What follows belongs to an exercise in optimizing a design on an open flow for small area and a short achievable clock period; a production flow would make more cautious choices.
Function was checked by simulation only, so behaviour that the tests miss may differ from the original.
Power is estimated from default activity; no workload was simulated.

build 25:
## barrett_top
module barrett_top (
  input  logic        clk_i,
  input  logic        rst_ni,
  input  logic        cfg_we_i,
  input  logic [47:0] cfg_i,         
  input  logic        in_valid_i,
  input  logic [35:0] in_i,          
  output logic        out_valid_o,
  output logic [19:0] out_o          
);
  logic [3:0]  cfg_s;
  logic [15:0] cfg_q;
  logic [8:0]  m1_one, m1_two, m2_one;
  logic [7:0]  m1_neg, m2_two, m2_neg;
  barrett_cfg barrett_cfg_i (
    .clk_i    (clk_i),
    .cfg_we_i (cfg_we_i),
    .q_i      (cfg_i[47:32]),
    .mu_i     (cfg_i[31:0]),
    .s_o      (cfg_s),
    .q_o      (cfg_q),
    .m1_one_o (m1_one),
    .m1_two_o (m1_two),
    .m1_neg_o (m1_neg),
    .m2_one_o (m2_one),
    .m2_two_o (m2_two),
    .m2_neg_o (m2_neg)
  );
  barrett_reduce barrett_reduce_i (
    .clk_i       (clk_i),
    .rst_ni      (rst_ni),
    .s_i         (cfg_s),
    .q_i         (cfg_q),
    .m1_one_i    (m1_one),
    .m1_two_i    (m1_two),
    .m1_neg_i    (m1_neg),
    .m2_one_i    (m2_one),
    .m2_two_i    (m2_two),
    .m2_neg_i    (m2_neg),
    .in_valid_i  (in_valid_i),
    .x_i         (in_i[35:4]),
    .tag_i       (in_i[3:0]),
    .out_valid_o (out_valid_o),
    .r_o         (out_o[19:4]),
    .tag_o       (out_o[3:0])
  );
endmodule
Size: roughly 1,900 cells after synthesis, roughly 330 flip-flops, ~110 I/O pins, about 20,000 um2 of cells after synthesis.
export LEC_CHECK = 0
export CAP_MARGIN = 20
export CORE_MARGIN = 2
export CORE_UTILIZATION = 65
export CTS_BUF_LIST = sky130_fd_sc_hd__clkbuf_8
export CTS_CLUSTER_DIAMETER = 45
export CTS_CLUSTER_SIZE = 20
export PLACE_DENSITY = 0.75
export SETUP_SLACK_MARGIN = 4.2
export SLEW_MARGIN = 20
create_clock -name core_clock -period 7.0 [get_ports {clk_i}]
standard.sh (not shown) runs the stock make flow with config.mk's settings and CLKGATE_MAP_FILE= SYNTH_SCRIPT=/design/flow/synth_recipe.tcl, a recipe that flattens the netlist after the stock synthesis.
==> flow/flow/run.sh <==
#!/bin/bash
# The standard layout, with plain buf_1 cells (not clkdlybuf4s50_1) as the
# port buffers that ORFS inserts before global placement. make's full output
# goes to standard.log; each ORFS step also keeps its own log under orfs/logs.
set -euo pipefail
export BUFFER_PORTS_ARGS="-buffer_cell sky130_fd_sc_hd__buf_1"
bash standard.sh > standard.log 2>&1
Input-level comparison between build 92 and build 25:
# build 25
export LEC_CHECK = 0
export CAP_MARGIN = 20
export CORE_MARGIN = 2
export CORE_UTILIZATION = 65
export CTS_BUF_LIST = sky130_fd_sc_hd__clkbuf_8
export CTS_CLUSTER_DIAMETER = 45
export CTS_CLUSTER_SIZE = 20
export PLACE_DENSITY = 0.75
export SETUP_SLACK_MARGIN = 4.2
export SLEW_MARGIN = 20
create_clock -name core_clock -period 7.0 [get_ports {clk_i}]
# build 92
export LEC_CHECK = 0
export CAP_MARGIN = 20
export CORE_MARGIN = 2
export CORE_UTILIZATION = 65
export CTS_BUF_LIST = sky130_fd_sc_hd__clkbuf_8
export CTS_CLUSTER_DIAMETER = 50
export CTS_CLUSTER_SIZE = 24
export PLACE_DENSITY = 0.7
export SETUP_SLACK_MARGIN = 4.1
export SLEW_MARGIN = 20
create_clock -name core_clock -period 7.0 [get_ports {clk_i}]
## What came out
- Build 92 did not stop at any stage, and its layout met the timing, design-rule and antenna checks.
- Compared build 92 vs build 25, and worst slack after detailed placement is down in build 92.
- Build 25 has a lower minimum clock period than build 92.
- From build 25 to build 92 the numbers moved as follows: final clock period utilization by the worst path up 0.57 points, area of all placed cells without fillers down 720 um2, hold violation count in the final report flat.
- When build 92 is set beside build 25, its area growth from synthesis to final layout turns out to be 3.7 points smaller.
- Per the comparison of build 92 with build 25, final cell count without fillers went down 49, sequential share of layout area went up 0.95 points, power went down 760 uW.
## Diff of input files: build 82 against build 92
# build 92
export LEC_CHECK = 0
export CAP_MARGIN = 20
export CORE_MARGIN = 2
export CORE_UTILIZATION = 65
export CTS_BUF_LIST = sky130_fd_sc_hd__clkbuf_8
export CTS_CLUSTER_DIAMETER = 50
export CTS_CLUSTER_SIZE = 24
export PLACE_DENSITY = 0.7
export SETUP_SLACK_MARGIN = 4.1
export SLEW_MARGIN = 20
create_clock -name core_clock -period 7.0 [get_ports {clk_i}]
# build 82
export LEC_CHECK = 0
export CAP_MARGIN = 20
export CORE_MARGIN = 2
export CORE_UTILIZATION = 65
export CTS_BUF_LIST = sky130_fd_sc_hd__clkbuf_8
export CTS_CLUSTER_DIAMETER = 45
export CTS_CLUSTER_SIZE = 20
export PLACE_DENSITY = 0.75
export SETUP_SLACK_MARGIN = 4.3
export SLEW_MARGIN = 20
create_clock -name core_clock -period 7.0 [get_ports {clk_i}]
==> comparison <==
Status | build 92 and build 82 | clean. Compared with build 92, build 82 shows a lower filler cell count. Looking at startpoint of the most critical setup path, the barrett_cfg_i.q_o[11]$_DFFE_PP_ result is from build 92; the barrett_reduce_i.s4_cols_1697_q$_DFF_P_ one comes from build 82. Build 82 vs build 92: pin slew with the least headroom to its limit down. The core of build 82 is more densely filled than that of build 92. Of build 92 and build 82, build 92 shows the lower via count of the first global-routing pass, with build 82 above it. Comparing build 92 with build 82, the fmax came out essentially unchanged. On build 82: fraction of standard cell area in multi-input logic is 0.99 points lower than what build 92 gave. Of build 92 and build 82, the higher smallest hold slack belongs to build 82. Delta (build 82 minus build 92): global-route total usage across every layer climbed 1.4 points; wire length climbed 3.9 mm; maximum resistive drop on vdd climbed 8.6%.
> inputs changed (build 82 -> build 79)
# build 82
export LEC_CHECK = 0
export CAP_MARGIN = 20
export CORE_MARGIN = 2
export CORE_UTILIZATION = 65
export CTS_BUF_LIST = sky130_fd_sc_hd__clkbuf_8
export CTS_CLUSTER_DIAMETER = 45
export CTS_CLUSTER_SIZE = 20
export PLACE_DENSITY = 0.75
export SETUP_SLACK_MARGIN = 4.3
export SLEW_MARGIN = 20
create_clock -name core_clock -period 7.0 [get_ports {clk_i}]
# build 79
export LEC_CHECK = 0
export CAP_MARGIN = 20
export CORE_MARGIN = 2
export CORE_UTILIZATION = 65
export CTS_BUF_LIST = sky130_fd_sc_hd__clkbuf_8
export CTS_CLUSTER_DIAMETER = 45
export CTS_CLUSTER_SIZE = 20
export PLACE_DENSITY = 0.7
export SETUP_SLACK_MARGIN = 4.15
export SLEW_MARGIN = 20
create_clock -name core_clock -period 7.0 [get_ports {clk_i}]
Results
Going from build 82 to build 79, final cycle utilization of the critical path now sits higher, antenna diode count grew by 3, clock latency on the worst-skew pair now sits lower, proportion of cell area occupied by registers moved up.
[inputs] build 14 vs build 79
# build 79
export LEC_CHECK = 0
export CAP_MARGIN = 20
export CORE_MARGIN = 2
export CORE_UTILIZATION = 65
export CTS_BUF_LIST = sky130_fd_sc_hd__clkbuf_8
export CTS_CLUSTER_DIAMETER = 45
export CTS_CLUSTER_SIZE = 20
export PLACE_DENSITY = 0.7
export SETUP_SLACK_MARGIN = 4.15
export SLEW_MARGIN = 20
create_clock -name core_clock -period 7.0 [get_ports {clk_i}]
# build 14
export LEC_CHECK = 0
export CAP_MARGIN = 20
export CORE_MARGIN = 2
export CORE_UTILIZATION = 65
export CTS_BUF_LIST = sky130_fd_sc_hd__clkbuf_8
export CTS_CLUSTER_DIAMETER = 45
export CTS_CLUSTER_SIZE = 20
export PLACE_DENSITY = 0.75
export SETUP_SLACK_MARGIN = 4.1
export SLEW_MARGIN = 20
create_clock -name core_clock -period 7.0 [get_ports {clk_i}]
Findings:
- Higher total design power goes to build 79 over build 14.
- [compare] base=build 79 new=build 14: post-route clock period utilization now smaller, aggregate routed wire length up 1.1%, number of antenna diodes decreased 3, final worst setup slack climbed 28 ps.
- Build 14: done, clean on timing, DRC and antenna

========
== run A ==
Another version of the RTL of barrett_top (not shown whole).
For scale: about 330 flip-flops, about 110 I/O pins, ~20000 um2 of cells after synthesis.
Design barrett_top, start of the top module:
module barrett_top (
  input  logic        clk_i,
  input  logic        rst_ni,
  input  logic        cfg_we_i,
  input  logic [47:0] cfg_i,         
  input  logic        in_valid_i,
  input  logic [35:0] in_i,          
  output logic        out_valid_o,
  output logic [19:0] out_o          
);
clock: 7.0 ns
lec_check: 0
cap_margin: 20
core_margin: 2
core_utilization: 65
setup_slack_margin: 4.0
slew_margin: 20
run.sh (not shown) runs the stock make flow with config.mk's settings and CLKGATE_MAP_FILE= SYNTH_SCRIPT=/design/flow/synth_recipe.tcl, a recipe that flattens the netlist after the stock synthesis.
Stock flow here: none of the scripts above is used.
diff inputs: run A => run B
- swapping 4.0 for 4.4 in SETUP_SLACK_MARGIN
- swapping 65 for 40 in CORE_UTILIZATION
## What came out
As of run B, highest clock frequency the design can meet had risen by a few percent compared to run A.
Changes observed in run B relative to run A: full die area increased by 61% relative to the old numbers; final cell area excluding filler cells increased 10%; routed wire length went up by 9.3%; deepest clock path buffer count roughly the same; data arrival time at the worst-slack endpoint fell 150 ps.
Compared run A against run B; clock power within noise.
The higher global router's overall resource usage came out of run A.
On setup slack after layout, run B does better than run A.
### run B -> run C
- SETUP_SLACK_MARGIN now 4.0, was 4.4
Notes after the runs:
Per the final summary, run C finished and its layout is clean on timing, DRC and antenna.
Run B completed every stage of the flow, and the final layout passed the timing, design-rule and antenna checks.
Run C supports a lower top clock frequency than run B.
Compared with run B, run C shows a lower layout net count.
Final-layout clock buffer total ends up lower on run B.
Run C: worst hold margin is 7.6 ps lower than what run B reported.
For the power share of the clock group, run C came in 1.6 points higher than run B did.
Compared with run B, run C shows a first-pass GRT wire length that is 5.2% lower.
A beginning of the critical path of barrett_reduce_i.s4_cols_1622_q is what run B shows, while barrett_reduce_i.s4_cols_1633_q belongs to run C.
Going from run B to run C, final period utilization grows by 0.64 points.
Run B -> run C: via count of the first global-routing pass decreased by a few percent

[separate check: timing with driven ports]
In the flow no input, the clock included, has a driving cell. The finished layouts below were timed again as built, in two steps. Step 1 (the two cells are an assumption about what drives the block):
set clk [get_ports {clk_i}]
set_driving_cell -lib_cell sky130_fd_sc_hd__clkbuf_16 $clk
set_driving_cell -lib_cell sky130_fd_sc_hd__buf_2 [delete_from_list [all_inputs] $clk]
Step 2 adds t to the input delays and takes it off the output delays; t is the mean of the earliest and latest rising clock arrival at the registers after step 1. Input paths then give back, and output paths get back, about the clock's delay inside the block. Three values: ideal, step 1, step 2; two values: the first two.
run	t (ns)	setup WS [ns]	hold slack, ns	worst register clock-pin slew, ns	cell pins on the clock port's net
build 25	0.645	4.213 / 4.213 / 4.201	0.321 / 0.321 / 0.321	0.11 / 0.11	1
build 92	0.661	4.174 / 4.174 / 4.174	0.323 / 0.323 / 0.323	0.12 / 0.12	1
build 82	0.629	4.181 / 4.181 / 4.040	0.326 / 0.326 / 0.326	0.11 / 0.11	1
build 79	0.599	4.121 / 4.121 / 4.121	0.328 / 0.328 / 0.328	0.10 / 0.10	1
build 14	0.619	4.148 / 4.148 / 4.058	0.317 / 0.317 / 0.317	0.12 / 0.12	1
run A	0.593	3.893 / 3.893 / 3.723	0.321 / 0.321 / 0.321	0.06 / 0.06	1
run B	0.613	3.993 / 3.993 / 3.861	0.323 / 0.323 / 0.323	0.06 / 0.06	1
run C	0.617	3.948 / 3.948 / 3.744	0.316 / 0.316 / 0.316	0.06 / 0.06	1
After both steps every run listed still meets setup and hold. For run C, which loses most, drivers alone change the setup slack by 0.000 ns; drivers and shift together by -0.204 ns.
